Source: an optimization exercise on an open RTL-to-GDS flow (aim: small area, a short achievable clock period and few clock cycles per item). Production flows keep margins and buffers that such runs may drop. Only simulation tests tie the RTL to the original design; equivalence was not proved.

==> flow/run.sh <==
#!/bin/bash
# synth_recipe.tcl (not shown) runs the flow's synth.tcl, then flattens the netlist and writes it again
# the make line also repeats each setting of config.mk as NAME=value (left out here)
make -C /OpenROAD-flow-scripts/flow DESIGN_CONFIG=/design/flow/config.mk WORK_HOME=/design/flow/orfs CLKGATE_MAP_FILE= SYNTH_SCRIPT=/design/flow/synth_recipe.tcl finish
==> flow/config.mk <==
export PLATFORM = sky130hd
export DESIGN_NAME = sliding_window_frame_detector_unit
export DESIGN_NICKNAME = sliding_window_frame_detector_unit
export VERILOG_FILES = /design/flow/design.v
export SDC_FILE = /design/flow/constraint.sdc
export NUM_CORES = 4
export LEC_CHECK = 0
export CAP_MARGIN = 20
export CORE_MARGIN = 2
export CORE_UTILIZATION = 40
export SLEW_MARGIN = 20
==> flow/constraint.sdc <==
create_clock -name core_clock -period 6.0 [get_ports {clk}]
set_input_delay 1.2000 -clock core_clock [delete_from_list [all_inputs] [get_ports {clk}]]
set_output_delay 1.2000 -clock core_clock [all_outputs]
set_load 0.01 [all_outputs]
==> flow/design.v <==
package swfd_pkg;
    localparam int MAX_WORDS      = 16;
    localparam int RING_DEPTH     = 64;
    localparam int CFG_W          = 5;
    localparam int CNT_W          = $clog2(MAX_WORDS + 1);
    localparam int WIDX_W         = 4;
    localparam int FRAME_OVERHEAD = 9;
    localparam int FRAME_MAX      = FRAME_OVERHEAD + 2 * MAX_WORDS;
    localparam int HIST_DEPTH     = FRAME_MAX - 3;
    localparam int NUM_TRK        = 8;
    localparam int TRK_W          = $clog2(NUM_TRK);
    localparam int REM_W          = 6;
    localparam logic [15:0] CRC_POLY   = 16'h1021;
    localparam logic [15:0] CRC_INIT   = 16'hFFFF;
    localparam logic [7:0]  FRAME_TYPE = 8'h01;
    localparam logic [7:0]  MARKER     = 8'h00;
    localparam logic [CFG_W-1:0] WORD_COUNT_RESET = 5'd1;
    localparam logic [15:0] CRC_00     = 16'h1D0F;
endpackage
module swfd_ram #(
    parameter int WIDTH = 8,
    parameter int DEPTH = 38
) (
    input  logic                    clk,
    input  logic                    we,
    input  logic [WIDTH-1:0]        wdata,
    output logic [DEPTH*WIDTH-1:0]  rdata
);
    logic [WIDTH-1:0] mem [DEPTH];
    always_ff @(posedge clk)
    begin
        if (we)
        begin
            mem[0] <= wdata;
            for (int i = 1; i < DEPTH; i++)
            begin
                mem[i] <= mem[i-1];
            end
        end
    end
    always_comb
    begin
        for (int i = 0; i < DEPTH; i++)
        begin
            rdata[i*WIDTH +: WIDTH] = mem[i];
        end
    end
endmodule
module swfd_crc_unit (
    input  logic [15:0] crc_in,
    input  logic [7:0]  data_in,
    output logic [15:0] crc_out
);
    logic [15:0] c;
    always_comb
    begin
        c = crc_in ^ {data_in, 8'h00};
        for (int k = 0; k < 8; k++)
        begin
            if (c[15])
            begin
                c = {c[14:0], 1'b0} ^ swfd_pkg::CRC_POLY;
            end
            else
            begin
                c = {c[14:0], 1'b0};
            end
        end
        crc_out = c;
    end
endmodule
module sliding_window_frame_detector_unit (
    input  logic                        clk,
    input  logic                        rst_n,
    input  logic                        in_valid,
    output logic                        in_stall,
    input  logic [7:0]                  rx_byte,
    output logic                        out_valid,
    input  logic                        out_stall,
    output logic                        frame_found,
    output logic [7:0]                  frame_address,
    output logic                        has_word,
    output logic [swfd_pkg::WIDX_W-1:0] word_index,
    output logic [15:0]                 data_word,
    output logic                        last,
    input  logic                        cfg_we,
    input  logic [swfd_pkg::CFG_W-1:0]  cfg_wdata
);
    localparam int HD  = swfd_pkg::HIST_DEPTH;
    localparam int NT  = swfd_pkg::NUM_TRK;
    localparam int TW  = swfd_pkg::TRK_W;
    localparam int RW  = swfd_pkg::REM_W;
    localparam int CW  = swfd_pkg::CNT_W;
    localparam int WIW = swfd_pkg::WIDX_W;
    logic [swfd_pkg::CFG_W-1:0] word_count_reg;
    logic [CW-1:0]              n_cap;
    assign n_cap = (word_count_reg > 5'(swfd_pkg::MAX_WORDS)) ? CW'(swfd_pkg::MAX_WORDS)
                                                              : CW'(word_count_reg);
    logic          h_v, t_v;
    logic [7:0]    h_b, t_b;
    logic [CW-1:0] h_n, t_n;
    logic          accept;
    logic          consume;
    assign in_stall = t_v;
    assign accept   = in_valid && !t_v;
    logic [HD*8-1:0] hist_flat;
    logic [7:0]      hist [HD];
    logic [2:0]      vcnt_reg;
    swfd_ram #(
        .WIDTH (8),
        .DEPTH (HD)
    ) u_hist (
        .clk   (clk),
        .we    (consume),
        .wdata (h_b),
        .rdata (hist_flat)
    );
    always_comb
    begin
        for (int i = 0; i < HD; i++)
        begin
            hist[i] = hist_flat[i*8 +: 8];
        end
    end
    logic [7:0]    sz;
    logic          sz_ok;
    logic          hdr;
    logic [15:0]   hdr_crc;
    logic [15:0]   crc_a, crc_b;
    assign sz    = hist[1];
    assign sz_ok = sz[0] && (sz >= 8'(swfd_pkg::FRAME_OVERHEAD)) && (sz <= 8'(swfd_pkg::FRAME_MAX));
    assign hdr   = (vcnt_reg == 3'd4) && (hist[3] == swfd_pkg::MARKER) && (hist[2] == swfd_pkg::MARKER) &&
                   sz_ok && (h_b == swfd_pkg::FRAME_TYPE);
    swfd_crc_unit u_crc_sz (.crc_in(swfd_pkg::CRC_00), .data_in(sz),                   .crc_out(crc_a));
    swfd_crc_unit u_crc_ad (.crc_in(crc_a),  .data_in(hist[0]),              .crc_out(crc_b));
    swfd_crc_unit u_crc_ty (.crc_in(crc_b),  .data_in(swfd_pkg::FRAME_TYPE), .crc_out(hdr_crc));
    logic [NT-1:0]   tv;
    logic [15:0]     tcrc [NT];
    logic [RW-1:0]   trem [NT];
    logic [CW-1:0]   tn   [NT];
    logic [15:0]     tupd [NT];
    logic [NT-1:0]   tchk;
    logic [NT-1:0]   tend;
    logic [TW-1:0]   ptr;
    logic            good;
    for (genvar g = 0; g < NT; g++)
    begin : g_trk
        swfd_crc_unit u_crc (.crc_in(tcrc[g]), .data_in(h_b), .crc_out(tupd[g]));
    end
    always_comb
    begin
        for (int t = 0; t < NT; t++)
        begin
            unique case (trem[t])
                RW'(4):  tchk[t] = (tcrc[t][7:0]  == h_b);
                RW'(3):  tchk[t] = (tcrc[t][15:8] == h_b);
                RW'(2):  tchk[t] = (h_b == swfd_pkg::MARKER);
                RW'(1):  tchk[t] = 1'b0;
                default: tchk[t] = 1'b1;
            endcase
            tend[t] = tv[t] && (trem[t] == RW'(1)) && (tn[t] == h_n);
        end
        good = (|tend) && (h_b == swfd_pkg::MARKER);
    end
    logic            r_v;
    logic            r_good;
    logic            r_hasw;
    logic [WIW-1:0]  r_i;
    logic [WIW-1:0]  r_m;
    logic [7:0]      r_addr;
    logic            r_last;
    logic            r_busy;
    logic            out_take;
    logic [CW-1:0]   sel;
    logic [15:0]     pair;
    logic [15:0]     word;
    assign r_last   = !r_hasw || (r_m == '0);
    assign r_busy   = r_v && !r_last;
    assign out_take = !out_valid || !out_stall;
    assign consume  = h_v && (!r_v || (out_take && r_last));
    assign sel = r_busy ? CW'(r_m) : h_n;
    always_comb
    begin
        pair = '0;
        for (int m = 0; m <= swfd_pkg::MAX_WORDS; m++)
        begin
            if (sel == CW'(m))
            begin
                pair = {hist[2*m+4], hist[2*m+5]};
            end
        end
    end
    assign word = (r_m == '0) ? {hist[4], hist[5]} : pair;
    logic             found_reg;
    logic [7:0]       faddr_reg;
    logic             has_word_reg;
    logic [WIW-1:0]   widx_reg;
    logic [15:0]      data_reg;
    logic             last_reg;
    always_ff @(posedge clk or negedge rst_n)
    begin
        if (!rst_n)
        begin
            word_count_reg <= swfd_pkg::WORD_COUNT_RESET;
            h_v            <= 1'b0;
            t_v            <= 1'b0;
            vcnt_reg       <= '0;
            tv             <= '0;
            ptr            <= '0;
            r_v            <= 1'b0;
            out_valid      <= 1'b0;
        end
        else
        begin
            if (cfg_we)
            begin
                word_count_reg <= cfg_wdata;
            end
            if (t_v)
            begin
                if (consume)
                begin
                    t_v <= 1'b0;
                end
            end
            else if (h_v && !consume)
            begin
                t_v <= accept;
            end
            else
            begin
                h_v <= accept;
            end
            if (consume)
            begin
                if (vcnt_reg != 3'd4)
                begin
                    vcnt_reg <= vcnt_reg + 3'd1;
                end
                for (int t = 0; t < NT; t++)
                begin
                    tv[t] <= tv[t] && tchk[t];
                end
                if (hdr)
                begin
                    tv[ptr] <= 1'b1;
                    ptr     <= ptr + TW'(1);
                end
            end
            if (consume)
            begin
                r_v <= 1'b1;
            end
            else if (out_take && r_last)
            begin
                r_v <= 1'b0;
            end
            if (out_take)
            begin
                out_valid <= r_v;
            end
        end
    end
    always_ff @(posedge clk)
    begin
        if (t_v)
        begin
            if (consume)
            begin
                h_b <= t_b;
                h_n <= t_n;
            end
        end
        else if (h_v && !consume)
        begin
            t_b <= rx_byte;
            t_n <= n_cap;
        end
        else
        begin
            h_b <= rx_byte;
            h_n <= n_cap;
        end
        if (consume)
        begin
            for (int t = 0; t < NT; t++)
            begin
                if (hdr && ptr == TW'(t))
                begin
                    tcrc[t] <= hdr_crc;
                    trem[t] <= RW'(sz - 8'd5);
                    tn[t]   <= CW'((sz - 8'(swfd_pkg::FRAME_OVERHEAD)) >> 1);
                end
                else
                begin
                    if (trem[t] >= RW'(5))
                    begin
                        tcrc[t] <= tupd[t];
                    end
                    trem[t] <= trem[t] - RW'(1);
                end
            end
        end
        if (consume)
        begin
            r_good <= good;
            r_hasw <= good && (h_n != '0);
            r_i    <= '0;
            r_m    <= WIW'(h_n - CW'(1));
            r_addr <= pair[15:8];
        end
        else if (out_take && !r_last)
        begin
            r_i <= r_i + WIW'(1);
            r_m <= r_m - WIW'(1);
        end
        if (out_take && r_v)
        begin
            found_reg    <= r_good;
            faddr_reg    <= r_good ? r_addr : 8'h00;
            has_word_reg <= r_hasw;
            widx_reg     <= r_i;
            data_reg     <= r_hasw ? word : 16'h0000;
            last_reg     <= r_last;
        end
    end
    assign frame_found   = found_reg;
    assign frame_address = faddr_reg;
    assign has_word      = has_word_reg;
    assign word_index    = widx_reg;
    assign data_word     = data_reg;
    assign last          = last_reg;
endmodule
==> run notes <==
per-stage QoR:
stage	instances	cell area [um2]
CTS	3479	34100
global route	3479	34100
detailed placement	3354	31900
finish	3480	34100
global placement	3354	31900
floorplan	2392	30100
placed cells by master, fill, tap and decap left out, types with 10 or more instances in the layout:
master | netlist | routed
mux2_2 | 20 | 20
and2_1 | 21 | 21
dfrtp_1 | 22 | 22
o22ai_1 | 20 | 20
a21oi_1 | 130 | 130
nand2_1 | 163 | 163
xor2_1 | 165 | 162
clkbuf_1 | 71 | 13
nand4_1 | 38 | 38
or3_1 | 10 | 10
inv_1 | 38 | 38
clkbuf_16 | 0 | 69
edfxtp_1 | 591 | 591
o221ai_1 | 14 | 14
a222oi_1 | 11 | 11
a211oi_1 | 21 | 21
nor3_1 | 41 | 41
ha_1 | 56 | 56
clkdlybuf4s50_1 | 0 | 50
nand2b_1 | 17 | 17
buf_4 | 4 | 58
nand3_1 | 32 | 32
or2_2 | 10 | 10
nor4_1 | 38 | 37
a22o_1 | 10 | 10
nor2_1 | 168 | 168
xnor2_2 | 1 | 11
a31oi_1 | 21 | 21
xnor2_1 | 263 | 253
mux2i_1 | 26 | 26
clkinv_2 | 0 | 10
o21ai_0 | 139 | 138
a22oi_1 | 11 | 11
cells by family after synthesis:
group	Yosys count	synth area share (%)
multiplexers	46	1.61
XOR/XNOR	429	12.5
adder cells (fa/ha/maj)	56	2.33
buffers and inverters	158	2.18
flip-flops	618	61.2
AND/OR/NAND/NOR	596	9.65
AO/OA/AOI/OAI	489	10.5
routing by layer:
layer	vias up	GRT usage [%]	share of wire, %
li1	8983	-	-
met1	10200	29.2	40
met2	910	37.7	49
met3	203	2.94	6.6
met4	0	9.34	4.3
met5	-	0	0
worst min path at each step:
stage                                      startpoint                          end  slack (ns)  depth (start not counted)
after detailed placement  u_hist.mem[13][5]$_DFFE_PP_  u_hist.mem[14][5]$_DFFE_PP_        0.44                          0
final                     u_hist.mem[24][0]$_DFFE_PP_  u_hist.mem[25][0]$_DFFE_PP_        0.42                          0
after global placement     u_hist.mem[6][0]$_DFFE_PP_   u_hist.mem[7][0]$_DFFE_PP_        0.43                          0
after global routing      u_hist.mem[26][0]$_DFFE_PP_  u_hist.mem[27][0]$_DFFE_PP_        0.44                          0
after CTS                 u_hist.mem[22][0]$_DFFE_PP_  u_hist.mem[23][0]$_DFFE_PP_        0.42                          0
after floorplan           u_hist.mem[24][7]$_DFFE_PP_  u_hist.mem[25][7]$_DFFE_PP_        0.42                          0
cell type report:
| type | count | area [um2] |
|---|---|---|
| clock buffers | 84 | 1800 |
| inverters | 40 | 158 |
| well taps | 969 | 1210 |
| repair buffers | 111 | 996 |
| flip-flops and latches | 618 | 18400 |
| diodes | 1 | 2.50 |
| multi-input cells | 1616 | 11100 |
| clock inverters | 41 | 405 |
| fillers | 6620 | 40300 |
==> summary.txt <==
Status
  – Status: timing/DRC/antenna clean

Critical path
  – Startpoint types: register
  – CP max stage cell: or4_1
  – WP data arrival: 4.72 ns
  – Worst setup EP type: register
  – CP max FO: 25
  – Worst r2r src: r_m[1]$_DFFE_PP_
  – Reg2reg path depth: 8
  – CP Class: register to register
  – CP endpoint: data_reg[12]$_SDFFCE_PN0P_
  – Critical path required time: 6.39 ns
  – Flop-to-flop setup slack: 1.67 ns
  – Cell Chain, Critical Path: or4_1, buf_4, nand4_1, and2_1, nand4_1, nor4b_1, o211ai_1, o21ba_1
  – Reg-to-reg endpoint: data_reg[12]$_SDFFCE_PN0P_
  – Delay of the slowest critical-path stage: 0.89 ns
  – CP startpoint: r_m[1]$_DFFE_PP_
  – CP Depth: 8
  – Top cell by count, worst path: nand4_1
  – Cell family with most CP delay: simple AND/OR/NAND/NOR gates
  – Worst path bufs/invs: 1

Die
  – Die Y: 278 um
  – Initial core utilization: 40.4%
  – Ports: 51
  – Die W: 278 um
  – Std cell rows: 100
  – Die area: 0.0774 mm2
  – Placeable Area: 0.0744 mm2

Global route
  – First-pass GRT wire length: 130000 um
  – GRT Overall Usage: 22.4%
  – Initial antenna violation count: 1
  – Vias in the first global route: 20000
  – Total grt overflow: 0
  – Largest net degree at the start of global routing: 124

Synthesis
  – Area leader, netlist: edfxtp_1
  – Mapped cell area: 0.0301 mm2
  – Number of synthesis warnings: 13
  – Library cells used by synthesis: 93
  – Synth top area cells: edfxtp_1 59%, xnor2_1 7.7%, xor2_1 4.8%
  – Share of async-settable or async-resettable flops after synthesis: 3.72%
  – Synth Instances: 2392
  – Register area share after synthesis: 61.2%
  – FF+latch count, synth: 618
  – Syn nets: 2466
  – EDFF count, synth: 591
  – Avg Cell Area, Syn: 12.6 um2
  – Most frequent cell after synthesis: edfxtp_1
  – Post-synth top area share: 59.0%
  – Leading register cell type out of synthesis: edfxtp_1
  – Commonest cells in the netlist: 591 x edfxtp_1, 263 x xnor2_1, 168 x nor2_1, 165 x xor2_1, 163 x nand2_1

Timing
  – Slew margin rel.: 20.2%
  – Unrepaired setup endpoints after global routing: false
  – Clock skew: 0.0403 ns
  – Final TNS setup: 0 ns
  – Worst slew pin tran: 1.19 ns
  – Setup WS post-layout: 1.67 ns
  – Max-slew violation count: 0
  – F_max: 231 MHz
  – Final Cycle Share: 72.2%
  – Final setup vio count: 0
  – Min Clock Period, post-route: 4.33 ns
  – Endpoints failing hold: 0
  – Min Hold Slack: 0.425 ns

Min path
  – Worst hold path type: register to register

Placement
  – GPL Wtd Cong: 0.946
  – Post-DP HPWL: 60300 um
  – PortBufs: 50
  – Setup slack at placement: 1.68 ns

Final layout
  – Share of cells above drive strength 1: 9.48%
  – Area Growth Syn to Fin: 13.4%
  – NumNets Final: 2530
  – Biggest register: u_hist.mem
  – Biggest regs: u_hist.mem x304, tcrc x128, trem x48
  – Post-layout util: 45.8%
  – Max reg flops: 304

Drt
  – DR pass1 iterations: 9
  – DRC Markers: 0
  – DR WL/cell: 25.2 um
  – Via count: 20300
  – Drt initial violations: 2303
  – Routed WL: 87600 um
  – Antenna Nets Post-Route: 0
  – Vias per cell: 5.82

Clock tree
  – Clock buffer depth: 3
  – Post-cts sizing count: 0
  – Clock latency (worst-skew pair): 0.63 ns
  – Clock root buffer: clkbuf_16
  – CTS Buf Count: 69
  – Post-CTS Setup Inserts: 0
  – H-tree Lvls: 3
  – Hold_buf cts: 0
  – Clk pin slew, worst setup/hold paths: 0.06 ns
  – CTS tree: built
  – Total clock sinks: 618

Job
  – Max-Cap Viols: 0
Testbench counts, summed over its fixed seeds: cycles 27,796, bytes 24,469.

==> afterwards: timing with drivers on the ports <==
The flow's constraints put no driver on any port. The routed layout listed below was extracted and timed again, unchanged, in two steps.
Step 1 (the two cells are an assumption about what drives the block):
set clk [get_ports {clk}]
set_driving_cell -lib_cell sky130_fd_sc_hd__clkbuf_16 $clk
set_driving_cell -lib_cell sky130_fd_sc_hd__buf_2 [delete_from_list [all_inputs] $clk]
Step 2 adds t to the input delays and takes it off the output delays; t is the mean of the earliest and latest rising clock arrival at the registers after step 1. Input paths then give back, and output paths get back, about the clock's delay inside the block.
a / b / c = ideal / step 1 / step 2; a / b = the first two.
shift t [ns]: 0.675
setup WS [ns]: 1.665 / 1.665 / 1.665
pins driven straight from the clock port: 1
After both steps setup and hold are still met in this run. The setup slack of this run moves by 0.000 ns with the drivers and by 0.000 ns with both steps.
